This is an optimization exercise on Yosys and OpenROAD, whose aim is small area and a short achievable clock period, not a production implementation.
Only simulation tests tie the RTL to the original design; equivalence was not proved.
No activity file was given, so power comes from the tool's default toggle rates.

<file path="run.sh">
#!/bin/bash
# synth_recipe.tcl (not shown) runs the flow's synth.tcl, then flattens the netlist and writes it again
# the make line also repeats each setting of config.mk as NAME=value (left out here)
make -C /OpenROAD-flow-scripts/flow DESIGN_CONFIG=/design/flow/config.mk WORK_HOME=/design/flow/orfs CLKGATE_MAP_FILE= SYNTH_SCRIPT=/design/flow/synth_recipe.tcl finish
</file>
<file path="config.mk">
export PLATFORM = sky130hd
export DESIGN_NAME = softmc_core
export DESIGN_NICKNAME = softmc_core
export VERILOG_FILES = /design/flow/design.v
export SDC_FILE = /design/flow/constraint.sdc
export NUM_CORES = 4
export LEC_CHECK = 0
export ABC_CLOCK_PERIOD_IN_PS = 2000
export CAP_MARGIN = 20
export CORE_MARGIN = 2
export CORE_UTILIZATION = 40
export SETUP_SLACK_MARGIN = 1.1
export SLEW_MARGIN = 20
</file>
<file path="constraint.sdc">
create_clock -name core_clock -period 3.3 [get_ports {c0_ddr4_clk}]
set_input_delay 0.6600 -clock core_clock [delete_from_list [all_inputs] [get_ports {c0_ddr4_clk}]]
set_output_delay 0.6600 -clock core_clock [all_outputs]
set_load 0.01 [all_outputs]
</file>
<file path="design.v">
package softmc_pkg;
  localparam int INSTR_WIDTH     = 32;
  localparam int IMEM_DEPTH      = 64;
  localparam int IMEM_ADDR_WIDTH = 6;
  localparam int ROW_ADDR_WIDTH = 17;
  localparam int BG_WIDTH       = 2;
  localparam int BANK_WIDTH     = 2;
  localparam int COL_WIDTH      = 10;
  localparam int RD_DATA_WIDTH  = 64;
  localparam int BUF_DEPTH      = 16;
  localparam int BUF_ADDR_WIDTH = $clog2(BUF_DEPTH);
  localparam int WAIT_WIDTH = 16;
  localparam int ODT_WR_DEL    = 4;
  localparam int ODT_WR_DUR    = 6;
  localparam int ODT_CNT_WIDTH = $clog2(ODT_WR_DUR);
  localparam logic [2:0] RCW_RD  = 3'b101;
  localparam logic [2:0] RCW_WR  = 3'b100;
  localparam logic [2:0] RCW_PRE = 3'b010;
  localparam logic [2:0] RCW_REF = 3'b001;
  localparam int CMD_SPARE_WIDTH  = INSTR_WIDTH - 3 - BG_WIDTH - BANK_WIDTH - ROW_ADDR_WIDTH;
  localparam int CTRL_SPARE_WIDTH = INSTR_WIDTH - 3 - WAIT_WIDTH;
  typedef enum logic [2:0] {
    OP_NOP  = 3'd0,
    OP_ACT  = 3'd1,
    OP_RD   = 3'd2,
    OP_WR   = 3'd3,
    OP_PRE  = 3'd4,
    OP_REF  = 3'd5,
    OP_WAIT = 3'd6,
    OP_END  = 3'd7
  } opcode_e;
  typedef union packed {
    struct packed {
      opcode_e                      opcode;
      logic [BG_WIDTH-1:0]          bg;
      logic [BANK_WIDTH-1:0]        bank;
      logic [ROW_ADDR_WIDTH-1:0]    addr;
      logic [CMD_SPARE_WIDTH-1:0]   spare;
    } cmd;
    struct packed {
      opcode_e                      opcode;
      logic [WAIT_WIDTH-1:0]        count;
      logic [CTRL_SPARE_WIDTH-1:0]  spare;
    } ctrl;
  } instr_u;
endpackage
`timescale 1ns/1ns
module softmc_core (
  input  logic        c0_ddr4_clk,
  input  logic        rst_n,
  input  logic        instr_valid,
  input  logic        instr_last,
  input  logic [31:0] instr_data,
  input  logic        rd_valid,
  input  logic [63:0] rd_data,
  output logic        ddr_act_n,
  output logic        ddr_cs_n,
  output logic [16:0] ddr_adr,
  output logic [1:0]  ddr_bg,
  output logic [1:0]  ddr_ba,
  output logic        ddr_odt,
  output logic        c2h_valid,
  output logic [63:0] c2h_data,
  output logic        c2h_last,
  output logic        seq_done
);
  localparam int SW = 22;                                    
  localparam logic [SW-1:0] END_WORD = {1'b0, 4'b0, 3'd7, 14'b0};
  logic [SW-1:0] bank_e [0:31];    
  logic [SW-1:0] bank_o [0:30];    
  logic [31:0]   sel_e, sel_o;     
  logic          par;              
  logic          running;          
  logic          start;            
  logic          go;               
  logic [15:0]   wcnt;             
  logic [SW-1:0] fe, fo;           
  logic [SW-1:0] x;                
  logic [SW-1:0] enc;
  logic          load, adv;
  always_comb begin
    logic is_act, is_wait;
    is_act  = instr_data[31:29] == 3'd1;
    is_wait = instr_data[31:29] == 3'd6;
    enc[21]    = is_act;
    enc[20:17] = instr_data[28:25];
    enc[16:14] = is_act ? instr_data[24:22] : instr_data[31:29];
    enc[13:12] = instr_data[21:20];
    enc[11:0]  = is_wait ? instr_data[24:13] : instr_data[19:8];
  end
  assign load = instr_valid && !running;
  always_ff @(posedge c0_ddr4_clk) begin
    for (int i = 0; i < 32; i++) begin
      if (load && !par && sel_e[i]) bank_e[i] <= enc;
    end
    for (int i = 0; i < 31; i++) begin
      if (load && par && sel_o[i]) bank_o[i] <= enc;
    end
  end
  always_ff @(posedge c0_ddr4_clk) begin
    logic [SW-1:0] re, ro;
    re = '0;
    ro = END_WORD & {SW{sel_o[31]}};
    for (int i = 0; i < 32; i++) re = re | (bank_e[i] & {SW{sel_e[i]}});
    for (int i = 0; i < 31; i++) ro = ro | (bank_o[i] & {SW{sel_o[i]}});
    fe <= re;
    fo <= ro;
  end
  assign x = par ? fo : fe;
  logic        x_act, x_rd, x_wr, x_pre, x_ref, x_wait, x_end, x_cmd, x_cnt_nz;
  logic [2:0]  x_op;
  logic [15:0] x_cnt;
  assign x_act    = x[21];
  assign x_op     = x[16:14];
  assign x_rd     = !x_act && (x_op == 3'd2);
  assign x_wr     = !x_act && (x_op == 3'd3);
  assign x_pre    = !x_act && (x_op == 3'd4);
  assign x_ref    = !x_act && (x_op == 3'd5);
  assign x_wait   = !x_act && (x_op == 3'd6);
  assign x_end    = !x_act && (x_op == 3'd7);
  assign x_cmd    = x_act || x_rd || x_wr || x_pre || x_ref;
  assign x_cnt    = {x[20:17], x[11:0]};
  assign x_cnt_nz = |x_cnt;
  assign adv = load || go;
  always_ff @(posedge c0_ddr4_clk) begin
    if (!rst_n) begin
      sel_e   <= 32'd1;
      sel_o   <= 32'd1;
      par     <= 1'b0;
      running <= 1'b0;
      start   <= 1'b0;
      go      <= 1'b0;
    end else begin
      start <= load && instr_last;
      if ((load && instr_last) || (go && x_end)) begin
        sel_e <= 32'd1;
        sel_o <= 32'd1;
        par   <= 1'b0;
      end else if (adv) begin
        if (par) sel_o <= {sel_o[30:0], sel_o[31]};
        else     sel_e <= {sel_e[30:0], sel_e[31]};
        par <= !par;
      end
      if (load && instr_last) running <= 1'b1;
      else if (go && x_end)   running <= 1'b0;
      if (start)   go <= 1'b1;
      else if (go) go <= !x_end && !(x_wait && x_cnt_nz);
      else         go <= running && (wcnt == 16'd1);
    end
  end
  always_ff @(posedge c0_ddr4_clk) begin
    if (go) wcnt <= x_cnt;
    else if (wcnt != '0) wcnt <= wcnt - 1'b1;
  end
  logic wr_pin;
  always_ff @(posedge c0_ddr4_clk) begin
    if (!rst_n) begin
      ddr_cs_n  <= 1'b1;
      ddr_act_n <= 1'b1;
      seq_done  <= 1'b0;
      wr_pin    <= 1'b0;
    end else begin
      ddr_cs_n  <= !(go && x_cmd);
      ddr_act_n <= !(go && x_act);
      seq_done  <= go && x_end;
      wr_pin    <= go && x_wr;
    end
  end
  always_ff @(posedge c0_ddr4_clk) begin
    ddr_bg  <= x[20:19];
    ddr_ba  <= x[18:17];
    if (x_act) begin
      ddr_adr <= x[16:0];
    end else begin
      ddr_adr[16:14] <= x_rd  ? 3'b101 :
                        x_wr  ? 3'b100 :
                        x_pre ? 3'b010 : 3'b001;
      ddr_adr[13:10] <= 4'b0;
      ddr_adr[9:0]   <= (x_rd || x_wr) ? x[9:0] : 10'b0;
    end
  end
  logic [2:0] wr_dly;      
  logic [2:0] dur_cnt;     
  always_ff @(posedge c0_ddr4_clk) begin
    if (!rst_n) begin
      wr_dly  <= '0;
      dur_cnt <= '0;
      ddr_odt <= 1'b0;
    end else begin
      wr_dly <= {wr_dly[1:0], wr_pin};
      if (wr_dly[2]) begin
        dur_cnt <= 3'd5;
        ddr_odt <= 1'b1;
      end else if (dur_cnt != '0) begin
        dur_cnt <= dur_cnt - 1'b1;
        ddr_odt <= 1'b1;
      end else begin
        ddr_odt <= 1'b0;
      end
    end
  end
  logic [63:0] rbuf [0:15];
  logic [3:0]  wr_ptr;
  logic [15:0] rsel;         
  logic [15:0] fill;         
  logic        draining, pop, pop_last, inc, dec;
  logic [15:0] wsel;
  logic [63:0] rword;
  always_comb begin
    wsel = '0;
    wsel[wr_ptr] = 1'b1;
  end
  assign pop      = (seq_done || draining) && fill[0];
  assign pop_last = pop && !fill[1];
  assign inc      = rd_valid && !pop;
  assign dec      = pop && !rd_valid;
  always_ff @(posedge c0_ddr4_clk) begin
    for (int i = 0; i < 16; i++) begin
      if (rd_valid && wsel[i]) rbuf[i] <= rd_data;
    end
  end
  always_comb begin
    rword = '0;
    for (int i = 0; i < 16; i++) rword = rword | (rbuf[i] & {64{rsel[i]}});
  end
  always_ff @(posedge c0_ddr4_clk) c2h_data <= rword;
  always_ff @(posedge c0_ddr4_clk) begin
    if (!rst_n) begin
      wr_ptr    <= '0;
      rsel      <= 16'd1;
      fill      <= '0;
      draining  <= 1'b0;
      c2h_valid <= 1'b0;
      c2h_last  <= 1'b0;
    end else begin
      wr_ptr    <= wr_ptr + 4'(rd_valid);
      if (pop) rsel <= {rsel[14:0], rsel[15]};
      if (inc)      fill <= {fill[14:0], 1'b1};
      else if (dec) fill <= {1'b0, fill[15:1]};
      draining  <= pop && !pop_last;
      c2h_valid <= pop;
      c2h_last  <= pop_last;
    end
  end
endmodule
</file>
==> summary.txt, run 1 <==
- Num Clock Sinks: about 2700
- Multi-input gate area: 15500 um2
- Worst Hold Depth: 1
- NumNets Final: 5707
- Overflow after GRT: 0
- CTS tree: built
- Initial Util: 0.402
- Crit path cell chain: mux2i_2 -> nor2_2 -> nor2_1 -> nor2_1
- Setup Skew: 0.0533 ns
- Die Height: 490 um
- Standard-cell rows: 178
- Pin count of the biggest net entering global routing: 66
- Outcome: no timing/DRC/antenna violations
- Per-cell routed wire length: 32.2 um
- Post-Place Worst Slack: 0.210 ns
- Critical Path Slowest Stage Cell: nor2_1
- Worst Path Max Fanout: 11
- CP delay by family, top: simple AND/OR/NAND/NOR gates
- First-pass GRT wire length: 403 mm
- Synth cell types: 66
- IO buf count: 183
- # H-tree levels: 5
- Initial DRC Count: between 7000 and 8000
- Hold path endpoint: bank_e[11][17]
- Max clock buf depth: 4
- Via density: around 6.1
- Final critical-path share of the clock period: 0.680
- Syn_nets: 5245
- Fmax: 446 MHz
- Final min period: 2.24 ns
- Most used flip-flop cell after synthesis: edfxtp_1
- Worst R2R Start: par
- Seq/Total Area, Yosys: 0.824
- Layout overhead on the synthesized area: 17.8%
- Vias in the first global route: 52700
- Synth Area per Inst: 18.4 um2
- Setup violators final: 0
- Critical Path Most Common Cell: nor2_1
- Ports: 192
- CTS Buf Count: 277
- CP arrival: approximately 2.9 ns
- Post-DRT Antenna Nets: 0
- Commonest non-fill, non-tap cell in the layout: edfxtp_1
- Synth Warn #: 4
- Gr usage total: 0.236
- Post-synth EDFFs: 2426
- RSZ-0062 raised after global routing: true
- Cell Area, Synth: 94400 um2
- CP startpoint: par
- Post-synthesis async set-or-reset flop share: 0
- Final hold violations: 0
- Post-synth top area share: 0.772
- Cells after Synth: 5133
- Hold_sp: instr_data[25]
- MaxCap Viol Count: 0
- Critical path buffers and inverters: 0
- Flops & latches, synth: 2673
- Clk latency of the worst-skew pair: ~0.91 ns
- Crit end category: flip-flop
- Maximum VDD drop: 0.478 mV
- Dominant cells by area after synthesis: edfxtp_1 (77%), dfxtp_1 (5.2%), a22oi_1 (4.8%)
- Critical Path Stages: 4
- Die area: roughly 240000 um2
- Reg area: 77900 um2
- Area leader, netlist: edfxtp_1
- Root Driver: clkbuf_16
- Share of layout cells above drive strength 1: 0.161
- WL final: 289 mm
- Max_slew headroom: 0.257
- Reg2reg setup slack: roughly 1.1 ns
- R2R Path End: ddr_adr[0]
- Residual DRC: 0
- Die Span X: between 400 and 500 um
- PwrDens: 630 nW/um2
- Post-route setup slack: 1.06 ns
- Placer's final routability congestion estimate: 0.849
- Critical Path Max Stage Delay: 0.59 ns
- Hold Path Class: input pin to flip-flop
- Filler cells: 19600
- Worst EP required: around 4 ns
- Startpoint Class: flip-flop
- Leakage power: 35.3 nW
- Worst slew pin tran: between 1 and 1.5 ns
- R2r worst-path depth: 4
- Clk pin slew, worst setup/hold paths: 0.06 ns
- Final slew viol count: 0
- Utilization after layout: 0.473
- Hold-fix buffers, CTS: 0
- First-pass DRT Iterations: 6
- Setup TNS: 0 ns
- Initial antenna violation count: 29
- Commonest non-fill, non-tap cells in the layout: edfxtp_1 (2426), a22oi_1 (606), clkbuf_16 (285), a22o_1 (284), a221oi_1 (280)
- HPWL after DPL: roughly 170 mm
- WS Path Type: flip-flop to flip-flop
- Via count: 54500
- Core box area: 235000 um2
-- power breakdown --
group,internal (W),switching (W),total (W)
Clock,0.0169,0.0124,0.0293
Combinational,0.000898,0.00187,0.00277
Sequential,0.0376,0.000354,0.0380
-- cells in the mapped netlist (all sizes together), types with 3 or more instances --
master and n:
nand3 56, nor2 30, buf 54, xor2 6, nor4 10, or4 47
a221oi 284, a21boi 17, a22oi 607, ha 11, nand4 196, nand3b 5
mux2 27, a21oi 68, a222oi 19, nand2b 6, mux2i 26, o21ai 27
xnor2 10, inv 9, or4b 3, nand2 198, nor3b 3, and2 72
clkbuf 303, nor3 11, a22o 284, o21a 9, and3 33, dfxtp 247
edfxtp 2426
-- cell type report --
type,count,share of cell area
antenna,15,0.000338
clock buffer,386,0.0692
clock inverter,89,0.00581
inverter,11,0.000428
multi-input combinational,2096,0.139
sequential,2673,0.701
tap,3150,0.0354
timing repair buffer,536,0.0488
-- flip-flops by register name, summed over array words and instances, names as in the netlist, 2 cells and up --
name / count
bank_e: 704
bank_o: 682
c2h_data: 64
ddr_adr: 17
ddr_ba: 2
ddr_bg: 2
dur_cnt: 3
fe: 22
fill: 16
fo: 22
rbuf: 1024
rsel: 16
sel_e: 32
sel_o: 32
wcnt: 16
wr_dly: 3
wr_ptr: 4
-- through the flow --
stage | instance area (um2) | hold slack (ns) | power, W | std cells
finish | 111000 | 0.186 | 0.0701 | 8956
global route | 111000 | 0.170 | 0.0720 | 8943
CTS | 111000 | 0.145 | 0.0703 | 8930
detailed placement | 102000 | 0.421 | 0.0414 | 8432
global placement | 102000 | 0.420 | 0.0413 | 8430
floorplan | 94500 | 0.412 | 0.0398 | 5133
-- metal layers --
layer	part of all wire	vias to the layer above	global-route usage	wire [um]
met3	0.098	579	0.0472	28300
li1	-	22300	-	-
met5	0.00058	-	0	168
met1	0.38	28500	0.313	111000
met4	0.032	26	0.0720	9370
met2	0.49	3072	0.392	140000
-- worst max path at each step --
| stage | slack [ns] | end |
|---|---|---|
| detailed placement | 0.21 | bank_o[8][6] |
| finish | 1.06 | ddr_adr[0] |
| global route | 1.07 | ddr_adr[1] |
| global placement | 0.29 | bank_o[27][6] |
| floorplan | 0.27 | rbuf[0][0] |
| CTS | 0.98 | rbuf[15][38] |
-- worst register-to-register path: stages (launching register included) --
cell,delay [ns]
dfxtp_2,0.49
mux2i_2,0.44
nor2_2,0.18
nor2_1,0.60
nor2_1,0.34
-- logic make-up (layout without fill, tap and decap cells) --
family / count (synthesis) / count (layout) / synth area share
AO/OA/AOI/OAI: 1334 / 1334 / 0.112
buffers and inverters: 368 / 1022 / 0.0153
multiplexers: 53 / 53 / 0.00606
flip-flops: 2673 / 2673 / 0.824
XOR/XNOR: 16 / 16 / 0.00148
adder cells (fa/ha/maj): 11 / 11 / 0.00146
AND/OR/NAND/NOR: 678 / 682 / 0.0396
other: 0 / 15 / 0
-- what timing repair did --
| action | in CTS | in global routing |
|---|---|---|
| cloned | 3 | 2 |
| resized for setup | 222 | 51 |
| buffers inserted | 20 | 9 |
| pin swaps | 9 | 5 |
| endpoints found under the setup margin | 467 | 449 |
==> inputs of run 2 (changes only) <==
--- a/config.mk
+++ b/config.mk
@@ -9,5 +9,5 @@
 export CAP_MARGIN = 20
 export CORE_MARGIN = 2
-export CORE_UTILIZATION = 40
-export SETUP_SLACK_MARGIN = 1.1
+export CORE_UTILIZATION = 55
+export SETUP_SLACK_MARGIN = 1.3
 export SLEW_MARGIN = 20
==> run 2 against run 1 <==
  * Setup slack improved by 0.15 ns
  * Worst hold slack got worse by 0.047 ns
  * Design area increased by 1.5%
  * Fmax increased by 6.9%
  * Sequential power about the same
  * First-iteration DRC count increased by 12%
  * Clock power increased by 2%
  * Still clean
  * Combinational power increased by 18%
==> summary.txt, run 2 <==
- Leakage power: 36.3 nW
- Vias in the first global route: 53100
- CP delay by family, top: flip-flops
- Final slew viol count: 0
- Fmax: between 400 and 500 MHz
- Total power: 0.0712 W
- Clk latency of the worst-skew pair: 0.94 ns
- Placer's final routability congestion estimate: 0.879
- Root Driver: clkbuf_16
- RSZ-0062 raised after global routing: true
- Post-synth EDFFs: around 2400
- Cell Area, Synth: 94400 um2
- PwrDens: 631 nW/um2
- Per-cell routed wire length: 37.2 um
- Clk pin slew, worst setup/hold paths: about 0.060 ns
- Via density: 6.87
- Max_slew headroom: 0.305
- Share of layout cells above drive strength 1: 0.206
- Cells after Synth: just over 5000
- Flops & latches, synth: 2673
- Max clock buf depth: 4
- Num Clock Sinks: 2673
- First-pass DRT Iterations: 6
- Die Span X: 418 um
- Post-DRT Antenna Nets: 0
- Seq/Total Area, Yosys: 0.824
- Critical path buffers and inverters: 1
- Startpoint Class: flip-flop
- Most used flip-flop cell after synthesis: edfxtp_1
- Largest Register: rbuf
- Final critical-path share of the clock period: 0.636
- Syn_nets: roughly 5200
- Dominant cells by area after synthesis: edfxtp_1 (77%), dfxtp_1 (5.2%), a22oi_1 (4.8%)
- Biggest registers after layout: rbuf: 1024 flops, bank_e: 704 flops, bank_o: 682 flops
- CTS tree: built
- Initial Util: 0.552
- Hold Path Class: input pin to flip-flop
- Commonest non-fill, non-tap cells in the layout: edfxtp_1 (2426), a22oi_1 (599), clkbuf_16 (317), a22o_1 (284), a221oi_1 (274)
- Worst slew pin tran: around 1.0 ns
- Outcome: no timing/DRC/antenna violations
- Post-route setup slack: 1.20 ns
- Area leader, netlist: edfxtp_1
- Critical Path Max Stage Delay: 0.41 ns
- Initial DRC Count: around 8100
- Layout overhead on the synthesized area: 19.5%
- Setup violators final: 0
- Post-synth top area share: 0.772
- Die area: approximately 170000 um2
- Setup TNS: 0 ns
- MaxCap Viol Count: 0
- Post-Place Worst Slack: 0.392 ns
- CP arrival: 1.44 ns
- Final hold violations: 0
- Worst EP required: 2.64 ns
- IO buf count: 183
- Commonest non-fill, non-tap cell in the layout: edfxtp_1
- Crit path cell chain: buf_6
- Die Height: about 420 um
- Gr usage total: 0.336
- Most frequent cell after synthesis: edfxtp_1
- Pin count of the biggest net entering global routing: 64
- Initial antenna violation count: 18
- Via count: 55800
- Top post-synthesis cells by count: edfxtp_1 (2426), a22oi_1 (607), clkbuf_1 (303)
- Worst Path Max Fanout: 1
- WS Path Type: flip-flop to output port
- Critical Path Slowest Stage Cell: dfxtp_4
- Post-synthesis async set-or-reset flop share: 0
- Synth cell types: 66
- Final min period: 2.10 ns
- HPWL after DPL: approximately 160 mm
- Max reg flops: 1024
- First-pass GRT wire length: 409 mm
- Core box area: ~170000 um2
- Residual DRC: 0
- Maximum VDD drop: 0.627 mV
- Ports: 192
- Crit end category: output port
- CTS Buf Count: 283
- Synth Area per Inst: ~18 um2
- NumNets Final: 5805
- Setup Skew: between 0.04 and 0.05 ns
- # H-tree levels: 5
- Overflow after GRT: 0
- Filler cells: approximately 12000
- Standard-cell rows: 152
- Synth Warn #: 4
- WL final: 302 mm
==> run 2: per-stage QoR <==
stage | hold WS (ns) | util | std cells | instance area, um2
after floorplan | 0.412 | - | 5133 | 94500
after global placement | 0.415 | 0.593 | 7520 | 101000
after detailed placement | 0.417 | 0.594 | 7520 | 101000
after CTS | 0.110 | 0.650 | 8058 | 111000
after global routing | 0.134 | 0.660 | 8126 | 113000
final | 0.139 | 0.660 | 8127 | 113000
==> run 2: worst paths after layout <==
path             startpoint             end  slack (ns)  depth (start not counted)
max reg2reg       wr_ptr[1]    rbuf[10][34]        1.22                          8
min reg2reg          wr_pin       wr_dly[0]        0.43                          1
min          instr_data[21]  bank_o[11][13]        0.14                          1
max              ddr_adr[8]      ddr_adr[8]        1.20                          1
==> run 2: worst register-to-register path, stage by stage (launching register included) <==
cell	delay, ns
dfxtp_4	0.37
buf_12	0.13
nor3_4	0.18
buf_12	0.15
xnor2_4	0.11
nor2_2	0.22
and2_4	0.25
buf_4	0.17
buf_16	0.19
==> run 2: where the power goes <==
group          switching, W  internal [W]
clock                0.0125        0.0174
combinational       0.00205       0.00121
sequential         0.000398        0.0376
==> run 2: area by class of cell <==
type	instances	area [um2]	area share
clock buffers	391	7840	0.0695
inverters	11	51.3	0.000455
repair buffers	630	7490	0.0664
clock inverters	91	709	0.00629
multi-input cells	2094	15800	0.140
diodes	4	10.0	0.0000887
flip-flops and latches	2673	78100	0.692
well taps	2233	2790	0.0248
==> run 2: layer usage <==
metal | global-route usage | routed length, um
met1 | 0.467 | 114000
met4 | 0.147 | 14900
met5 | 0 | 73
met2 | 0.525 | 140000
met3 | 0.0640 | 32500
==> run 2: timing repair <==
action / CTS / global route
endpoints found under the hold margin: 0 / 0
resized for setup: 591 / 139
endpoints found under the setup margin: 1983 / 1108
buffers inserted: 42 / 39
gates cloned: 14 / 26
hold buffers: 0 / 0
pin swaps: 26 / 29
==> run 2: cell families (layout without fill, tap and decap cells) <==
kind of cell / count (synthesis) / after routing / share of synthesized area
AOI/OAI and AO/OA: 1334 / 1335 / 0.112
xor gates and xnor gates: 16 / 16 / 0.00148
adders and majority gates: 11 / 11 / 0.00146
buffers and inverters: 368 / 1123 / 0.0153
DFF: 2673 / 2673 / 0.824
muxes: 53 / 53 / 0.00606
other: 0 / 4 / 0
and+or+nand+nor: 678 / 679 / 0.0396
==> inputs of run 3 (changes only) <==
--- a/design.v
+++ b/design.v
@@ -201,14 +201,9 @@
   end
   logic [63:0] rbuf [0:15];
-  logic [3:0]  wr_ptr;
+  logic [15:0] wsel;         
   logic [15:0] rsel;         
   logic [15:0] fill;         
   logic        draining, pop, pop_last, inc, dec;
-  logic [15:0] wsel;
   logic [63:0] rword;
-  always_comb begin
-    wsel = '0;
-    wsel[wr_ptr] = 1'b1;
-  end
   assign pop      = (seq_done || draining) && fill[0];
   assign pop_last = pop && !fill[1];
@@ -227,5 +222,5 @@
   always_ff @(posedge c0_ddr4_clk) begin
     if (!rst_n) begin
-      wr_ptr    <= '0;
+      wsel      <= 16'd1;
       rsel      <= 16'd1;
       fill      <= '0;
@@ -234,5 +229,5 @@
       c2h_last  <= 1'b0;
     end else begin
-      wr_ptr    <= wr_ptr + 4'(rd_valid);
+      if (rd_valid) wsel <= {wsel[14:0], wsel[15]};
       if (pop) rsel <= {rsel[14:0], rsel[15]};
       if (inc)      fill <= {fill[14:0], 1'b1};
--- a/config.mk
+++ b/config.mk
@@ -9,5 +9,7 @@
 export CAP_MARGIN = 20
 export CORE_MARGIN = 2
-export CORE_UTILIZATION = 55
+export CORE_UTILIZATION = 72
+export CTS_CLUSTER_DIAMETER = 100
+export CTS_CLUSTER_SIZE = 25
 export SETUP_SLACK_MARGIN = 1.3
 export SLEW_MARGIN = 20
==> run 3 against run 2 <==
  * Still clean on timing, DRC and antenna
  * Flip-flop and latch count grew 12
  * Total power fell by 20%
  * Critical path depth is 3 higher
  * Via count shrank 1.7%
  * Setup slack better by 0.074 ns
  * Design area shrank 7.8%
  * Combinational power is 26% lower
  * First-iteration DRC count is 15% higher
  * Core utilization is 14 points higher
  * Clock skew down 0.011 ns
  * Sequential share of layout area is 6.0 points higher
  * Worst hold slack improved by 0.071 ns
  * Largest cell class unchanged
  * Highest routed layer unchanged
==> summary.txt, run 3 <==
- First-pass DRT Iterations: 7
- MaxCap Viol Count: 0
- IO buf count: approximately 180
- CP delay by family, top: simple AND/OR/NAND/NOR gates
- Overflow after GRT: 0
- Worst slew pin tran: between 1 and 1.5 ns
- Commonest non-fill, non-tap cells in the layout: edfxtp_1 (2426), a22oi_1 (604), a22o_1 (284), a221oi_1 (280), buf_4 (245)
- Setup TNS: 0 ns
- Post-route setup slack: 1.28 ns
- Worst EP required: 3.90 ns
- Root Driver: clkbuf_16
- First-pass GRT wire length: 375 mm
- Vias in the first global route: 52300
- Maximum VDD drop: 0.694 mV
- Startpoint Class: flip-flop
- Worst Path Max Fanout: 10
- Setup violators final: 0
- Pin count of the biggest net entering global routing: 64
- Outcome: no timing/DRC/antenna violations
- Syn_nets: ~5300
- WL final: 267 mm
- RSZ-0062 raised after global routing: true
- Most frequent cell after synthesis: edfxtp_1
- WS Path Type: flip-flop to flip-flop
- CTS Buf Count: between 100 and 150
- Num Clock Sinks: roughly 2700
- PwrDens: 546 nW/um2
- # H-tree levels: 3
- Via density: 7.54
- Crit end category: flip-flop
- Max reg flops: 1024
- Core box area: 130000 um2
- CTS tree: built
- Ports: roughly 190
- Final critical-path share of the clock period: 0.613
- Synth cell types: 51
- Crit path cell chain: buf_4 -> a22oi_1 -> nand4_1 -> or4_1
- Multi-input gate area: between 15000 and 20000 um2
- Per-cell routed wire length: 36.8 um
- Most used flip-flop cell after synthesis: edfxtp_1
- Critical Path Max Stage Delay: roughly 0.70 ns
- Top post-synthesis cells by count: edfxtp_1 (2426), a22oi_1 (607), clkbuf_1 (309)
- Die area: 134000 um2
- Seq/Total Area, Yosys: 0.826
- Post-DRT Antenna Nets: 0
- Clk latency of the worst-skew pair: 0.78 ns
- Synth Warn #: 4
- Flop pwr share: 0.665
- Post-synth top area share: 0.771
- Dominant cells by area after synthesis: edfxtp_1 (77%), dfxtp_1 (5.5%), a22oi_1 (4.8%)
- Reg area: 78300 um2
- Initial DRC Count: 9331
- Hold Path Class: input pin to flip-flop
- Cell Area, Synth: 94500 um2
- DP Area: 100000 um2
- Die Height: roughly 370 um
- Filler cells: 6682
- Gr usage total: 0.397
- Commonest non-fill, non-tap cell in the layout: edfxtp_1
- Residual DRC: 0
- Post-synth EDFFs: 2426
- Switch share: 0.205
- Fin cells: about 7300
- Largest Register: rbuf
- Layout overhead on the synthesized area: 10.1%
- Post-synthesis async set-or-reset flop share: 0
- Synth Area per Inst: 18.4 um2
- Fmax: 494 MHz
- Leakage power: 32.6 nW
- Utilization after layout: 0.801
- Standard-cell rows: 132
- Final slew viol count: 0
- Placed cell count: 7020
- Post-Place Worst Slack: 0.271 ns
- CP arrival: around 2.6 ns
- Area leader, netlist: edfxtp_1
- Final hold violations: 0
- Final min period: 2.02 ns
- Biggest registers after layout: rbuf: 1024 flops, bank_e: 704 flops, bank_o: 682 flops
- Die Span X: between 300 and 400 um
- Critical Path Slowest Stage Cell: or4_1
- Placer's final routability congestion estimate: 0.860
- Setup Skew: ~0.03 ns
- Critical path buffers and inverters: 1
- Flops & latches, synth: 2685
- Int Power: 0.0452 W
- Sw Pwr: 0.0117 W
- NumNets Final: approximately 5500
- Comb pwr share: 0.043
- Initial antenna violation count: 17
- Via count: 54900
- Max_slew headroom: 0.257
- Initial Util: 0.727
- HPWL after DPL: 152 mm
- Post-route cell area: roughly 100000 um2
- Max clock buf depth: 3
- Clock network power share: 0.293
- Clk pin slew, worst setup/hold paths: 0.10 ns
- Cells after Synth: 5150
- Share of layout cells above drive strength 1: 0.136
run 3: changes by cell type after synthesis, moves of 4 or more:
cell / delta
nor2b_1: +13
o21a_1: +13
dfxtp_1: +12
buf_2: +7
buf_4: -7
o21ai_0: +7
clkbuf_1: +6
ha_1: -6
xnor2_1: -6
and2_1: -4
xor2_1: +4
run 3: cell type report:
cell class / instances / share of cell area
sequential: 2685 / 0.752
multi-input combinational: 2097 / 0.148
timing repair buffer: 510 / 0.0462
clock buffer: 216 / 0.0321
tap: 1742 / 0.0209
inverter: 10 / 0.000397
antenna: 11 / 0.000265
clock inverter: 2 / 0.000240
run 3: repair_timing:
action	CTS	global route
resized for setup	466	73
setup endpoints to repair	1156	503
pin swaps	2	6
gates cloned	1	0
hold buffers	0	0
buffers inserted	19	4
run 3: metal layers:
layer / track usage / vias up / wire length [um] / share of wire
met2: 0.618 / 4581 / 125000 / 0.47
li1: - / 21900 / - / -
met5: 0 / - / 146 / 0.00055
met4: 0.155 / 20 / 13000 / 0.049
met1: 0.559 / 27600 / 90700 / 0.34
met3: 0.0907 / 761 / 38800 / 0.14
run 3: cell families (layout without fill, tap and decap cells):
kind of cell             Yosys count  count (layout)  share of synthesized area
flip-flops                      2685            2685                      0.826
AO/OA/AOI/OAI                   1345            1345                      0.112
AND/OR/NAND/NOR                  680             680                     0.0393
buffers and inverters            368             738                     0.0150
multiplexers                      53              53                    0.00597
XOR/XNOR                          14              14                    0.00130
adder cells (fa/ha/maj)            5               5                   0.000662
other                              0              11                          0
run 3: final timing paths:
kind	start	endpoint	slack, ns	cells after the start
max	sel_e[9]	fe[0]	1.28	4
max reg2reg	sel_e[9]	fe[0]	1.28	4
min reg2reg	wr_dly[1]	wr_dly[2]	0.44	1
min	rst_n	ddr_act_n	0.21	2
run 3: through the flow:
stage          power, W  hold slack (ns)
2_1_floorplan    0.0396            0.412
3_3_place_gp     0.0408            0.418
3_5_place_dp     0.0409            0.420
4_1_cts          0.0567            0.158
5_1_grt          0.0581            0.184
6_report         0.0569            0.210
run 3: power groups by stage:
| stage | sequential [W] | combinational, W | clock (W) |
|---|---|---|---|
| 2_1_floorplan | 0.0385 | 0.00102 | 0 |
| 3_3_place_gp | 0.0386 | 0.00224 | 0 |
| 3_5_place_dp | 0.0386 | 0.00231 | 0 |
| 4_1_cts | 0.0378 | 0.00233 | 0.0166 |
| 5_1_grt | 0.0378 | 0.00254 | 0.0177 |
| 6_report | 0.0378 | 0.00242 | 0.0166 |
==> inputs of run 4 (changes only) <==
==> flow/run.sh (new file) <==
#!/bin/bash
# The standard layout (standard.sh, unchanged synthesis and steps) with two
# changes: every port is buffered with buf_4 instead of the default delay-cell
# buffer, and CTS adds no dummy loads. ORFS writes each step's log under
# orfs/logs; standard.sh's own output goes to standard.log here.
set -euo pipefail
export BUFFER_PORTS_ARGS="-buffer_cell sky130_fd_sc_hd__buf_4"
export CTS_ARGS="-sink_clustering_enable -repair_clock_nets -sink_clustering_size 25 -sink_clustering_max_diameter 100 -dont_use_dummy_load"
bash standard.sh > standard.log 2>&1
==> standard.sh (new file) <==
#!/bin/bash
# synth_recipe.tcl (not shown) runs the flow's synth.tcl, then flattens the netlist and writes it again
# the make line also repeats each setting of config.mk as NAME=value (left out here)
make -C /OpenROAD-flow-scripts/flow DESIGN_CONFIG=/design/flow/config.mk WORK_HOME=/design/flow/orfs CLKGATE_MAP_FILE= SYNTH_SCRIPT=/design/flow/synth_recipe.tcl "${@:-finish}"
removed: run.sh
==> run 4 against run 3 <==
  * Fmax fell by 0.49%
  * Clock power fell by 5%
  * Synthesized cell count did not move
  * Via count fell by 0.31%
  * Total power fell by 1.6%
  * First-iteration DRC count rose by 0.62%
  * Die area did not move
  * Wire length fell by 0.21%
  * Setup slack got worse by 0.010 ns
  * Sequential power barely moved
  * Critical path type unchanged
  * Critical endpoint is now fe[13]
==> summary.txt, run 4 <==
- Outcome: no timing/DRC/antenna violations
- Leakage power: roughly 32 nW
- Setup Skew: approximately 0.036 ns
- Area leader, netlist: edfxtp_1
- Dominant cells by area after synthesis: edfxtp_1 (77%), dfxtp_1 (5.5%), a22oi_1 (4.8%)
- Clock network power share: 0.282
- Worst Path Max Fanout: 14
- Initial DRC Count: 9389
- Hold Path Class: input pin to flip-flop
- Worst Hold Depth: 3
- Setup violators final: 0
- Via density: 7.64
- Die Span X: 366 um
- First-pass DRT Iterations: 8
- Total power: 0.0560 W
- Most used flip-flop cell after synthesis: edfxtp_1
- Critical Path Slowest Stage Cell: or4_1
- Biggest registers after layout: rbuf: 1024 flops, bank_e: 704 flops, bank_o: 682 flops
- Num Clock Sinks: 2685
- Sw Pwr: 0.0114 W
- Final slew viol count: 0
- Critical Path Max Stage Delay: between 0.5 and 0.6 ns
- Int Power: 0.0446 W
- Commonest non-fill, non-tap cell in the layout: edfxtp_1
- Pin count of the biggest net entering global routing: 64
- Ports: 192
- Vias in the first global route: 52100
- NumNets Final: 5518
- Root Driver: clkbuf_16
- R2r worst-path depth: 4
- Hold-fix buffers, CTS: 0
- Most frequent cell after synthesis: edfxtp_1
- Initial Util: 0.727
- Syn_nets: 5256
- MaxCap Viol Count: 0
- Overflow after GRT: 0
- Standard-cell rows: roughly 130
- DP Area: 99600 um2
- Cells after Synth: 5150
- Layout overhead on the synthesized area: 9.29%
- WL final: approximately 270 mm
- Placer's final routability congestion estimate: around 0.90
- Initial antenna violation count: 16
- Share of layout cells above drive strength 1: 0.149
- Per-cell routed wire length: ~37 um
- CTS tree: built
- Final min period: 2.03 ns
- Reg2reg setup slack: 1.27 ns
- Synth cell types: 51
- CTS Buf Count: 117
- Via count: between 50000 and 60000
- Post-DRT Antenna Nets: 0
- Fmax: about 490 MHz
- Residual DRC: 0
- Clk latency of the worst-skew pair: 0.77 ns
- Flops & latches, synth: 2685
- Die Height: 366 um
- Max clock buf depth: 3
- Top post-synthesis cells by count: edfxtp_1 (2426), a22oi_1 (607), clkbuf_1 (309)
- Core box area: approximately 130000 um2
- # H-tree levels: 3
- Post-synth top area share: 0.771
- Worst EP required: a little under 4 ns
- Gr usage total: 0.394
- Die area: 134000 um2
- IO buf count: 183
- Post-synth EDFFs: 2426
- Crit end category: flip-flop
- Switch share: 0.203
- First-pass GRT wire length: 373 mm
- Comb pwr share: 0.042
- HPWL after DPL: 151 mm
- Final hold slack: 0.168 ns
- Commonest non-fill, non-tap cells in the layout: edfxtp_1 (2426), a22oi_1 (604), buf_4 (405), a22o_1 (284), a221oi_1 (277)
- Utilization after layout: 0.795
- Max_slew headroom: 0.212
- Seq/Total Area, Yosys: 0.826
- Setup TNS: 0 ns
- Synth Area per Inst: 18.4 um2
- PwrDens: 542 nW/um2
- Post-route cell area: 103000 um2
- Clk pin slew, worst setup/hold paths: 0.09 ns
- Final hold violations: 0
- Crit path cell chain: buf_4 -> a22oi_1 -> nand4_1 -> or4_1
- Post-synthesis async set-or-reset flop share: 0
- Maximum VDD drop: 0.549 mV
- Synth Warn #: 4
- Max reg flops: a little over 1000
- Cell Area, Synth: 94500 um2
- Worst slew pin tran: 1.18 ns
- RSZ-0062 raised after global routing: true
- Final critical-path share of the clock period: 0.616
- CP arrival: roughly 2.7 ns
- Startpoint Class: flip-flop
- Largest Register: rbuf
- WS Path Type: flip-flop to flip-flop
- Flop pwr share: 0.676
run 4: worst paths after layout:
check,startpoint,endpoint
worst max-delay path,sel_e[6],fe[13]
worst min-delay path,instr_last,start
worst min register to register,wr_dly[0],wr_dly[1]
worst max register to register,sel_e[6],fe[13]
run 4: cell families after synthesis:
| group | synth area share |
|---|---|
| AO/OA/AOI/OAI | 0.112 |
| XOR/XNOR | 0.00130 |
| adder cells (fa/ha/maj) | 0.000662 |
| buffers and inverters | 0.0150 |
| flip-flops | 0.826 |
| multiplexers | 0.00597 |
| AND/OR/NAND/NOR | 0.0393 |
run 4: cell type report:
cell class                      instances  area [um2]
Inverter                               10        38.8
Antenna cell                            7        17.5
Sequential cell                      2685       78200
Timing Repair Buffer                  500        4540
Multi-Input combinational cell       2098       15400
Clock buffer                          117        2930
Fill cell                            6766       26700
Tap cell                             1742        2180
run 4: routing by layer:
layer / track usage / vias up / part of all wire
met5: 0 / - / 0.00044
met4: 0.160 / 18 / 0.049
met3: 0.0911 / 783 / 0.15
met2: 0.604 / 4740 / 0.46
met1: 0.560 / 27400 / 0.34
li1: - / 21700 / -
run 4: power by group through the flow:
stage                     sequential, W  combinational [W]  clock (W)
after floorplan                  0.0385            0.00102          0
after global placement           0.0386            0.00213          0
after detailed placement         0.0386            0.00220          0
after CTS                        0.0378            0.00229     0.0157
after global routing             0.0379            0.00249     0.0168
final                            0.0378            0.00237     0.0158
run 4: through the flow:
stage / cells / setup slack (ns)
3_3_place_gp: 7018 / 0.480
6_report: 7159 / 1.27
4_1_cts: 7141 / 1.29
3_5_place_dp: 7018 / 0.464
5_1_grt: 7155 / 1.27
2_1_floorplan: 5150 / 0.992
run 4: timing repair:
| action | in CTS | in global routing |
|---|---|---|
| pin swaps | 2 | 7 |
| buffers inserted | 4 | 11 |
| endpoints found under the hold margin | 0 | 0 |
| endpoints found under the setup margin | 888 | 712 |
| gates cloned | 2 | 0 |
| resized for setup | 123 | 72 |
run 4: worst max-delay path: cells and delay by family (launching register included):
family	cells	cell delay [ns]
buffers and inverters	1	0.33
flip-flops	1	0.49
AND/OR/NAND/NOR	2	0.79
AO/OA/AOI/OAI	1	0.27
==> inputs of run 5 (changes only) <==
--- a/design.v
+++ b/design.v
@@ -67,8 +67,13 @@
   localparam int SW = 22;                                    
   localparam logic [SW-1:0] END_WORD = {1'b0, 4'b0, 3'd7, 14'b0};
+  logic [15:0] fill;         
+  logic        draining, pop, pop_last, inc, dec, fill_nx0;
   logic [SW-1:0] bank_e [0:31];    
   logic [SW-1:0] bank_o [0:30];    
   logic [31:0]   sel_e, sel_o;     
   logic          par;              
+  logic          fresh;            
+  logic [31:0]   eff_e, eff_o;     
+  logic          eff_par;
   logic          running;          
   logic          start;            
@@ -90,10 +95,13 @@
   end
   assign load = instr_valid && !running;
+  assign eff_e   = fresh ? 32'd1 : sel_e;
+  assign eff_o   = fresh ? 32'd1 : sel_o;
+  assign eff_par = fresh ? 1'b0 : par;
   always_ff @(posedge c0_ddr4_clk) begin
     for (int i = 0; i < 32; i++) begin
-      if (load && !par && sel_e[i]) bank_e[i] <= enc;
+      if (!running && !eff_par && eff_e[i]) bank_e[i] <= enc;
     end
     for (int i = 0; i < 31; i++) begin
-      if (load && par && sel_o[i]) bank_o[i] <= enc;
+      if (!running && eff_par && eff_o[i]) bank_o[i] <= enc;
     end
   end
@@ -128,4 +136,5 @@
       sel_o   <= 32'd1;
       par     <= 1'b0;
+      fresh   <= 1'b0;
       running <= 1'b0;
       start   <= 1'b0;
@@ -133,12 +142,17 @@
     end else begin
       start <= load && instr_last;
-      if ((load && instr_last) || (go && x_end)) begin
+      fresh <= (go && x_end) || (fresh && !instr_valid);
+      if (load && instr_last) begin
         sel_e <= 32'd1;
         sel_o <= 32'd1;
         par   <= 1'b0;
       end else if (adv) begin
-        if (par) sel_o <= {sel_o[30:0], sel_o[31]};
-        else     sel_e <= {sel_e[30:0], sel_e[31]};
-        par <= !par;
+        sel_e <= eff_par ? eff_e : {eff_e[30:0], eff_e[31]};
+        sel_o <= eff_par ? {eff_o[30:0], eff_o[31]} : eff_o;
+        par   <= !eff_par;
+      end else begin
+        sel_e <= eff_e;
+        sel_o <= eff_o;
+        par   <= eff_par;
       end
       if (load && instr_last) running <= 1'b1;
@@ -154,4 +168,5 @@
   end
   logic wr_pin;
+  logic done_r;            
   always_ff @(posedge c0_ddr4_clk) begin
     if (!rst_n) begin
@@ -159,4 +174,5 @@
       ddr_act_n <= 1'b1;
       seq_done  <= 1'b0;
+      done_r    <= 1'b0;
       wr_pin    <= 1'b0;
     end else begin
@@ -164,4 +180,5 @@
       ddr_act_n <= !(go && x_act);
       seq_done  <= go && x_end;
+      done_r    <= go && x_end && fill_nx0;
       wr_pin    <= go && x_wr;
     end
@@ -203,8 +220,7 @@
   logic [15:0] wsel;         
   logic [15:0] rsel;         
-  logic [15:0] fill;         
-  logic        draining, pop, pop_last, inc, dec;
   logic [63:0] rword;
-  assign pop      = (seq_done || draining) && fill[0];
+  assign pop      = done_r || (draining && fill[0]);
+  assign fill_nx0 = inc || (dec ? fill[1] : fill[0]);
   assign pop_last = pop && !fill[1];
   assign inc      = rd_valid && !pop;
@@ -212,5 +228,5 @@
   always_ff @(posedge c0_ddr4_clk) begin
     for (int i = 0; i < 16; i++) begin
-      if (rd_valid && wsel[i]) rbuf[i] <= rd_data;
+      if (!fill[15] && wsel[i]) rbuf[i] <= rd_data;
     end
   end
--- a/config.mk
+++ b/config.mk
@@ -12,4 +12,4 @@
 export CTS_CLUSTER_DIAMETER = 100
 export CTS_CLUSTER_SIZE = 25
-export SETUP_SLACK_MARGIN = 1.3
+export SETUP_SLACK_MARGIN = 1.45
 export SLEW_MARGIN = 20
==> run 5 against run 4 <==
  * Sequential power hardly changed
  * Flip-flop and latch count up 2
  * Wire length is 4.3% higher
  * Sequential share of layout area decreased by 2.0 points
  * Synthesized cell count increased by 0.27%
  * Worst hold slack better by 0.017 ns
  * Via count up 2.2%
==> summary.txt, run 5 <==
- Clk pin slew, worst setup/hold paths: around 0.1 ns
- Clk latency of the worst-skew pair: 0.80 ns
- DRT met1 WL: 92.0 mm
- NumNets Final: 5677
- First-pass GRT wire length: 386 mm
- RSZ-0062 raised after global routing: true
- Vias in the first global route: 53300
- Critical Path Most Common Cell: buf_6
- Final hold violations: 0
- WL final: between 200 and 300 mm
- Maximum VDD drop: 0.660 mV
- Synth cell types: between 50 and 60
- Worst slew pin tran: between 0.9 and 1 ns
- Most used flip-flop cell after synthesis: edfxtp_1
- Seq/Total Area, Yosys: 0.824
- Commonest non-fill, non-tap cells in the layout: edfxtp_1 (2426), a22oi_1 (594), buf_4 (366), a22o_1 (284), a221oi_1 (267)
- Hold-fix buffers, CTS: 0
- Die Span X: 367 um
- Residual DRC: 0
- Setup TNS: 0 ns
- Post-synth top area share: 0.769
- Initial Util: 0.723
- Max clock buf depth: 3
- Outcome: no timing/DRC/antenna violations
- Post-route setup slack: 1.32 ns
- Overflow after GRT: 0
- Die Height: ~370 um
- R2r worst-path depth: 7
- MaxCap Viol Count: 0
- Worst Hold Depth: 3
- HPWL after DPL: around 150 mm
- Synth Area per Inst: 18.4 um2
- IO buf count: 183
- Num Clock Sinks: 2687
- Leakage power: 33.8 nW
- Standard-cell rows: 133
- Critical Path Max Stage Delay: 0.58 ns
- PwrDens: between 500 and 600 nW/um2
- Post-DRT Antenna Nets: 0
- Final min period: just under 2 ns
- Via density: between 7 and 8
- Initial DRC Count: 9767
- Final critical-path share of the clock period: 0.599
- Startpoint Class: flip-flop
- Gr usage total: 0.409
- Worst Path Max Fanout: 4
- Area leader, netlist: edfxtp_1
- Flops & latches, synth: 2687
- Share of layout cells above drive strength 1: 0.197
- Crit path cell chain: or4_4 -> nor3_4 -> buf_4 -> buf_6 -> buf_6 -> a311o_1 -> a32o_1
- Ports: 192
- Total power: roughly 0.057 W
- Max_slew headroom: 0.358
- Top sig layer: met5
- Layout overhead on the synthesized area: 12.3%
- Placer's final routability congestion estimate: just over 0.9
- Hold Path Class: input pin to flip-flop
- Max reg flops: around 1000
- Commonest non-fill, non-tap cell in the layout: edfxtp_1
- Pin count of the biggest net entering global routing: 65
- Met2 wire length: roughly 130 mm
- # H-tree levels: 3
- Syn_nets: 5271
- CP arrival: 2.70 ns
- Post-synth EDFFs: 2426
- WL met3: 41.9 mm
- Worst EP required: ~4 ns
- Fmax: between 500 and 600 MHz
- WS Path Type: flip-flop to flip-flop
- Biggest registers after layout: rbuf: 1024 flops, bank_e: 704 flops, bank_o: 682 flops
- Largest Register: rbuf
- Crit end category: flip-flop
- Via count: 55900
- Root Driver: clkbuf_16
- Core box area: 131000 um2
- Filler cells: around 6600
- Setup violators final: 0
- Cell Area, Synth: 94800 um2
- Synth Warn #: 4
- CTS tree: built
- Final slew viol count: 0
- Post-synthesis async set-or-reset flop share: 0
- Post-Place Worst Slack: ~0.67 ns
- CTS Buf Count: between 100 and 150
- Die area: 135000 um2
- Cells after Synth: 5164
- First-pass DRT Iterations: 8
- Most frequent cell after synthesis: edfxtp_1
- Top post-synthesis cells by count: edfxtp_1 (2426), a22oi_1 (608), clkbuf_1 (301)
- Critical Path Slowest Stage Cell: or4_4
- Dominant cells by area after synthesis: edfxtp_1 (77%), dfxtp_1 (5.5%), a22oi_1 (4.8%)
- Setup Skew: 0.0543 ns
- Initial antenna violation count: 14
- Per-cell routed wire length: about 38 um
==> run 5: cell count changes after synthesis, sizes merged, moves of 4 or more <==
cell	previous run	this run
clkbuf	309	301
inv	7	12
buf	49	57
nand2	199	162
mux2i	26	43
nor2b	15	34
o21a	22	6
and3	33	2
nand2b	3	7
nand3b	6	34
nor2	30	35
and2	68	81
==> run 5: final timing paths <==
kind,from,endpoint,slack [ns]
hold reg to reg,wr_dly[0],wr_dly[1],0.46
setup / recovery,wcnt[8],go,1.32
hold / removal,instr_valid,fresh,0.19
setup reg to reg,wcnt[8],go,1.32
==> run 5: per-stage QoR <==
stage | hold WS, ns | area [um2] | util | cells
finish | 0.185 | 106000 | 0.812 | 7332
global route | 0.189 | 106000 | 0.812 | 7329
CTS | 0.143 | 105000 | 0.803 | 7262
detailed placement | 0.431 | 100000 | 0.763 | 7062
global placement | 0.427 | 100000 | 0.763 | 7062
floorplan | 0.412 | 94900 | - | 5164
==> run 5: repair_timing <==
action                                  in CTS  in global routing
gates cloned                                 9                  3
endpoints found under the setup margin    1660                998
setup buffers                               74                 58
resized for setup                          481                147
pin swaps                                   22                 48
endpoints found under the hold margin        0                  0
==> run 5: layout make-up <==
| cell class | instances | area (um2) | share of cell area |
|---|---|---|---|
| multi-input combinational | 2106 | 16000 | 0.150 |
| timing repair buffer | 645 | 6820 | 0.0640 |
| inverter | 13 | 57.6 | 0.000541 |
| tap | 1755 | 2200 | 0.0206 |
| sequential | 2687 | 78500 | 0.737 |
| antenna | 9 | 22.5 | 0.000212 |
| clock buffer | 117 | 2930 | 0.0275 |
==> run 5: where the power goes <==
group	internal, W	switching [W]
Sequential	0.0377	0.000414
Clock	0.00631	0.00949
Combinational	0.00125	0.00188
Total	0.0452	0.0118
==> run 5: kinds of logic after synthesis <==
| group | after synthesis | synth area share |
|---|---|---|
| AOI/OAI and AO/OA | 1337 | 0.111 |
| and+or+nand+nor | 683 | 0.0404 |
| adders and majority gates | 6 | 0.000792 |
| buffers and inverters | 371 | 0.0152 |
| muxes | 68 | 0.00755 |
| xor gates and xnor gates | 12 | 0.00111 |
| DFF | 2687 | 0.824 |
==> run 5: per-layer routing <==
metal / up-vias / track usage
met2: 4902 / 0.637
met4: 8 / 0.187
li1: 22100 / -
met3: 789 / 0.0931
met5: - / 0
met1: 28100 / 0.563
==> run 5: critical path, delay by kind of cell (launching register included) <==
| family | cells | cell delay, ns |
|---|---|---|
| buffers and inverters | 3 | 0.32 |
| DFF | 1 | 0.49 |
| AOI/OAI and AO/OA | 2 | 0.29 |
| and+or+nand+nor | 2 | 0.83 |
==> inputs of run 6 (changes only) <==
--- a/config.mk
+++ b/config.mk
@@ -12,4 +12,4 @@
 export CTS_CLUSTER_DIAMETER = 100
 export CTS_CLUSTER_SIZE = 25
-export SETUP_SLACK_MARGIN = 1.45
+export SETUP_SLACK_MARGIN = 1.4
 export SLEW_MARGIN = 20
==> run 6 against run 5 <==
  * Sequential power about the same
  * Flip-flop and latch count unchanged
  * Via count decreased by 1.4%
  * Clock-buffer cell count unchanged
  * Sequential share of layout area increased by 0.99 points
==> summary.txt, run 6 <==
- Residual DRC: 0
- Most used flip-flop cell after synthesis: edfxtp_1
- Synth Area per Inst: 18.4 um2
- Hold_sp: instr_valid
- Ports: 192
- First-pass GRT wire length: 380 mm
- Vias in the first global route: 52700
- Max reg flops: 1024
- Synth cell types: 57
- Filler cells: 6872
- HPWL after DPL: 153 mm
- Setup violators final: 0
- Most frequent cell after synthesis: edfxtp_1
- Setup TNS: 0 ns
- Max_slew headroom: 0.373
- NumNets Final: 5603
- Clk latency of the worst-skew pair: 0.80 ns
- Die Span X: 367 um
- Commonest non-fill, non-tap cell in the layout: edfxtp_1
- Syn_nets: 5271
- Maximum VDD drop: 0.661 mV
- Placed cell count: 7062
- Reg area: 78400 um2
- Final min period: 1.97 ns
- Startpoint Class: flip-flop
- Initial DRC Count: 9426
- Per-cell routed wire length: 37.5 um
- CP startpoint: par
- Largest Register: rbuf
- Fmax: between 500 and 600 MHz
- Flops & latches, synth: ~2700
- Hold Path Class: input pin to flip-flop
- CP arrival: 2.42 ns
- First-pass DRT Iterations: 6
- Worst EP required: 3.75 ns
- CTS tree: built
- Leakage power: 33.2 nW
- Worst Path Max Fanout: 31
- Overflow after GRT: 0
- Final hold violations: 0
- Die area: 135000 um2
- Area leader, netlist: edfxtp_1
- Die Height: 367 um
- Post-DRT Antenna Nets: 0
- Commonest non-fill, non-tap cells in the layout: edfxtp_1 (2426), a22oi_1 (603), buf_4 (395), a22o_1 (284), a221oi_1 (272)
- IO buf count: 183
- Standard-cell rows: about 130
- Via count: 55100
- Post-synth EDFFs: 2426
- Setup Skew: roughly 0.057 ns
- Layout overhead on the synthesized area: 10.7%
- Final hold slack: around 0.18 ns
- Dominant cells by area after synthesis: edfxtp_1 (77%), dfxtp_1 (5.5%), a22oi_1 (4.8%)
- # H-tree levels: 3
- Post-synth top area share: 0.769
- Placer's final routability congestion estimate: 0.910
- Worst R2R Start: par
- Cells after Synth: 5164
- Multi-input gate area: approximately 16000 um2
- Synth Warn #: 4
- Gr usage total: 0.401
- MaxCap Viol Count: 0
- Share of layout cells above drive strength 1: 0.171
- Outcome: no timing/DRC/antenna violations
- Pin count of the biggest net entering global routing: 65
- Worst slew pin tran: about 0.94 ns
- RSZ-0062 raised after global routing: true
- Max clock buf depth: 3
- WL final: 272 mm
- Final slew viol count: 0
- Via density: 7.59
- Initial Util: 0.723
- Post-Place Worst Slack: between 0.6 and 0.7 ns
- Biggest registers after layout: rbuf: 1024 flops, bank_e: 704 flops, bank_o: 682 flops
- Final critical-path share of the clock period: 0.598
- Clk pin slew, worst setup/hold paths: roughly 0.10 ns
- Core box area: 131000 um2
- Cell Area, Synth: 94800 um2
- Initial antenna violation count: 13
- Fin cells: between 7000 and 8000
- Root Driver: clkbuf_16
- Num Clock Sinks: 2687
- PwrDens: ~540 nW/um2
- Post-route setup slack: 1.33 ns
- Seq/Total Area, Yosys: 0.824
- Top post-synthesis cells by count: edfxtp_1 (2426), a22oi_1 (608), clkbuf_1 (301)
- Crit end category: flip-flop
- WS Path Type: flip-flop to flip-flop
- Total power: 0.0567 W
- Post-synthesis async set-or-reset flop share: 0
- CTS Buf Count: about 120
## run 6: cell types whose count changed in the layout (fill, tap and decap cells not counted), sizes merged
cell | previous run | this run
clkinvlp | 1 | 0
buf | 640 | 566
bufbuf | 2 | 0
diode | 9 | 8
inv | 11 | 12
clkbuf | 120 | 122
## run 6: final cells by class
cell class                 count  share of cell area
clock buffer                 117              0.0279
inverter                      13            0.000513
tap                         1755              0.0209
multi-input combinational   2106               0.150
antenna                        8            0.000191
sequential                  2687               0.747
timing repair buffer         571              0.0532
## run 6: what timing repair did
item | in CTS | in global routing
hold endpoints to repair | 0 | 0
setup endpoints to repair | 1447 | 1001
pin swaps | 13 | 17
hold buffers | 0 | 0
gates cloned | 0 | 4
gates resized for setup | 312 | 94
buffers inserted | 26 | 40
## run 6: path summary, 6_finish.rpt
path	to	slack, ns	cells past startpoint
setup / recovery	bank_e[30][6]	1.33	5
hold reg to reg	wr_dly[1]	0.46	1
hold / removal	fresh	0.18	3
setup reg to reg	bank_e[30][6]	1.33	5
## run 6: cell families after synthesis
family | after synthesis | share of synthesized area
adders and majority gates | 6 | 0.000792
and+or+nand+nor | 683 | 0.0404
AOI/OAI and AO/OA | 1337 | 0.111
muxes | 68 | 0.00755
buffers and inverters | 371 | 0.0152
DFF | 2687 | 0.824
xor gates and xnor gates | 12 | 0.00111
## run 6: metal layers
metal | share of wire | GRT usage | vias up | routed length (um)
li1 | - | - | 21900 | -
met3 | 0.14 | 0.0902 | 789 | 39500
met1 | 0.33 | 0.555 | 27800 | 91200
met2 | 0.47 | 0.627 | 4595 | 127000
met4 | 0.052 | 0.177 | 10 | 14200
met5 | 0.00022 | 0 | - | 59
## run 6: worst max-delay path, stage by stage, from the launching register on
cell	delay, ns
dfxtp_4	0.42
clkbuf_4	0.20
nor3_2	0.19
buf_12	0.23
and2_1	0.28
buf_8	0.27
## run 6: power breakdown
group / internal (W) / switching, W / leakage, nW
sequential: 0.0377 / 0.000408 / 24.2
combinational: 0.00104 / 0.00175 / 7.57
clock: 0.00631 / 0.00949 / 1.44
total: 0.0450 / 0.0116 / 33.2
## run 6: per-stage QoR
stage | utilization | instance area (um2)
6_report | 0.800 | 105000
5_1_grt | 0.800 | 105000
4_1_cts | 0.794 | 104000
3_5_place_dp | 0.763 | 100000
3_3_place_gp | 0.763 | 100000
2_1_floorplan | - | 94900
==> inputs of run 7 (changes only) <==
==> flow/run.sh (replaced) <==
#!/bin/bash
# The standard layout (standard.sh, unchanged synthesis and steps) with two
# changes: every port is buffered with buf_2 instead of the default delay-cell
# buffer, and CTS adds no dummy loads. ORFS writes each step's log under
# orfs/logs; standard.sh's own output goes to standard.log here.
set -euo pipefail
export BUFFER_PORTS_ARGS="-buffer_cell sky130_fd_sc_hd__buf_2"
export CTS_ARGS="-sink_clustering_enable -repair_clock_nets -sink_clustering_size 25 -sink_clustering_max_diameter 100 -dont_use_dummy_load"
bash standard.sh > standard.log 2>&1
==> run 7 against run 6 <==
  * Highest routed layer unchanged
  * Still clean
  * Non-clock buffer count shrank 9
  * Sequential share of layout area grew 0.058 points
  * Worst hold slack improved by 0.033 ns
  * Combinational power hardly changed
  * Flip-flop and latch count stayed put
  * Core utilization is 0.092 points lower
  * Register-to-register slack gained 0.02 ns
  * Area after synthesis did not move
  * Total power about the same
  * Clock power about the same
==> summary.txt, run 7 <==
- Ports: 192
- CP arrival: 2.59 ns
- First-pass DRT Iterations: 6
- Mux contribution to synthesized area: 0.00755
- Hold_sp: instr_valid
- Hold Path Class: input pin to flip-flop
- First-pass GRT wire length: 384 mm
- Post-Place Worst Slack: 0.613 ns
- Die Span X: about 370 um
- Post-Synth Adder-Cell Area: 0.000792
- Post-route setup slack: 1.35 ns
- Final min period: between 1.5 and 2 ns
- Clk latency of the worst-skew pair: about 0.8 ns
- Via density: 7.65
- Post-synth EDFFs: 2426
- Compound-Gate Fraction of Synth Area: 0.111
- Worst Hold Depth: 3
- Share of layout cells above drive strength 1: 0.175
- Clk pin slew, worst setup/hold paths: 0.10 ns
- Per-cell routed wire length: approximately 38 um
- Max_slew headroom: 0.232
- Die Height: 367 um
- Post-route cell area: 105000 um2
- R2r worst-path depth: 4
- # H-tree levels: 3
- RSZ-0062 raised after global routing: true
- Pin count of the biggest net entering global routing: 65
- Root Driver: clkbuf_16
- Critical Path Slowest Stage Cell: or4_4
- Final slew viol count: 0
- Max clock buf depth: 3
- Fmax: between 500 and 600 MHz
- Via count: 55500
- Setup TNS: 0 ns
- Worst slew pin tran: 1.15 ns
- Crit end category: flip-flop
- Worst EP required: 3.94 ns
- Initial antenna violation count: 20
- Commonest non-fill, non-tap cells in the layout: edfxtp_1 (2426), a22oi_1 (606), a22o_1 (284), a221oi_1 (266), buf_4 (246)
- WL final: 275 mm
- Post-synthesis async set-or-reset flop share: 0
- Die area: 135000 um2
- Outcome: no timing/DRC/antenna violations
- Cells after Synth: 5164
- Dominant cells by area after synthesis: edfxtp_1 (77%), dfxtp_1 (5.5%), a22oi_1 (4.8%)
- Core box area: roughly 130000 um2
- R2R Path End: fe[13]
- Xor/xnor share of the synthesized area: 0.00111
- Max reg flops: 1024
- Gr usage total: 0.406
- Setup Skew: 0.0441 ns
- Synth cell types: 57
- Crit path cell chain: buf_6 -> a22oi_1 -> nand4_1 -> or4_4
- WS Path Type: flip-flop to flip-flop
- Startpoint Class: flip-flop
- Maximum VDD drop: 0.581 mV
- CTS tree: built
- Top post-synthesis cells by count: edfxtp_1 (2426), a22oi_1 (608), clkbuf_1 (301)
- Leakage power: 33.1 nW
- Hold path endpoint: fresh
- PwrDens: between 500 and 600 nW/um2
- Largest Register: rbuf
- Synth Area per Inst: 18.4 um2
- DP Area: around 100000 um2
- Cell Area, Synth: 94800 um2
- Num Clock Sinks: approximately 2700
- Most used flip-flop cell after synthesis: edfxtp_1
- Syn_nets: 5271
- Biggest registers after layout: rbuf: 1024 flops, bank_e: 704 flops, bank_o: 682 flops
- Commonest non-fill, non-tap cell in the layout: edfxtp_1
- Final hold violations: 0
- Post-DRT Antenna Nets: 0
- Flops & latches, synth: around 2700
- Worst R2R Start: sel_e[19]
- Critical path buffers and inverters: 1
- Critical Path Max Stage Delay: slightly above 0.6 ns
- CTS Buf Count: 117
- Simple-gate portion of the synthesized area: 0.0404
- Final critical-path share of the clock period: 0.592
- IO buf count: 183
- Standard-cell rows: between 100 and 150
- MaxCap Viol Count: 0
- HPWL after DPL: 154 mm
- Initial Util: 0.723
- Most frequent cell after synthesis: edfxtp_1
- Placer's final routability congestion estimate: 0.868
- Layout overhead on the synthesized area: 10.6%
- Final hold slack: 0.216 ns
- Initial DRC Count: 9208
- NumNets Final: around 5600
- CP startpoint: sel_e[19]
- Reg2reg setup slack: 1.35 ns
- Area leader, netlist: edfxtp_1
- Overflow after GRT: 0
- Synth Warn #: 4
- Seq/Total Area, Yosys: 0.824
- Vias in the first global route: 53200
- Post-synth top area share: 0.769
- CP delay by family, top: simple AND/OR/NAND/NOR gates
- Setup violators final: 0
- Main combinational cell family by area after synthesis: compound AO/OA/AOI/OAI gates
- Worst Path Max Fanout: 15
- Residual DRC: 0
- Total power: 0.0567 W
[run 7: repair_timing]
| item | in CTS | in global routing |
|---|---|---|
| hold buffers | 0 | 0 |
| pin swaps | 17 | 23 |
| resized for setup | 340 | 97 |
| setup endpoints to repair | 1451 | 968 |
| setup buffers | 34 | 38 |
| hold endpoints to repair | 0 | 0 |
| cloned | 3 | 1 |
[run 7: cell families (layout without fill, tap and decap cells)]
group / Yosys count / after routing
adder cells (fa/ha/maj): 6 / 6
XOR/XNOR: 12 / 12
buffers and inverters: 371 / 692
flip-flops: 2687 / 2687
AND/OR/NAND/NOR: 683 / 684
AO/OA/AOI/OAI: 1337 / 1338
other: 0 / 16
multiplexers: 68 / 68
[run 7: through the flow]
| step | std cells | utilization |
|---|---|---|
| global placement | 7048 | 0.760 |
| detailed placement | 7048 | 0.760 |
| finish | 7258 | 0.800 |
| floorplan | 5164 | - |
| CTS | 7202 | 0.793 |
| global route | 7249 | 0.799 |
[run 7: cell type report]
class | instances | area [um2]
antenna | 16 | 40.0
timing repair buffer | 562 | 5330
multi-input combinational | 2108 | 15900
inverter | 13 | 52.6
sequential | 2687 | 78400
clock buffer | 117 | 2930
fill | 6808 | 26300
tap | 1755 | 2200
[run 7: worst max path at each step]
stage                           to  slack [ns]  cells after the start
detailed placement   bank_e[9][11]        0.61                      4
global route                 fo[3]        1.35                      4
global placement    bank_e[23][11]        0.68                      4
CTS                 bank_o[10][19]        1.31                      5
floorplan              rbuf[10][0]        0.81                      1
finish                      fe[13]        1.35                      4
[run 7: worst min-delay path, stage by stage]
cell and delay (ns):
buf_2 0.12, nand3b_1 0.11, nand2_1 0.05
[run 7: routing by layer]
metal | vias up | GRT usage | share of wire
li1 | 21900 | - | -
met1 | 28100 | 0.569 | 0.34
met2 | 4667 | 0.629 | 0.47
met3 | 800 | 0.0921 | 0.15
met4 | 14 | 0.173 | 0.050
met5 | - | 0 | 0.00030
[run 7: report_power, final]
part / switching (W) / internal [W] / leakage [nW]
Sequential: 0.000375 / 0.0377 / 24.2
Clock: 0.00948 / 0.00631 / 1.44
Combinational: 0.00180 / 0.00101 / 7.48

## afterwards: timing with drivers on the ports
How much do the figures lean on ideal ports? The routed layouts below were timed once more, with nothing changed but the port constraints. Step 1, drivers: a clkbuf_16 drives c0_ddr4_clk and a buf_2 each remaining input, both assumed. Step 2 times the ports against the registers' clock, not the clock port: input delays grow and output delays shrink by t, the midpoint of the rising clock arrivals with the driver on. Slacks: ideal ports / drivers / drivers and shift; pairs: ideal ports / drivers.
run | t, ns | setup slack, ns | worst setup path after step 2 | pins driven straight from the clock port
run 1 | 0.981 | 1.057 / 1.056 / 0.375 | input to register | 1
run 2 | 1.004 | 1.202 / 1.114 / 0.429 | input to register | 1
run 3 | 0.849 | 1.276 / 1.238 / 0.431 | input to register | 1
run 4 | 0.841 | 1.266 / 1.240 / 0.598 | input to register | 1
run 5 | 0.853 | 1.324 / 1.259 / 0.640 | input to register | 1
run 6 | 0.856 | 1.326 / 1.253 / 0.627 | input to register | 1
run 7 | 0.843 | 1.348 / 1.282 / 0.972 | input to register | 1
After both steps every run listed still meets setup and hold. The setup slack of run 3, which loses most, moves by -0.038 ns with the drivers and by -0.845 ns with both steps.
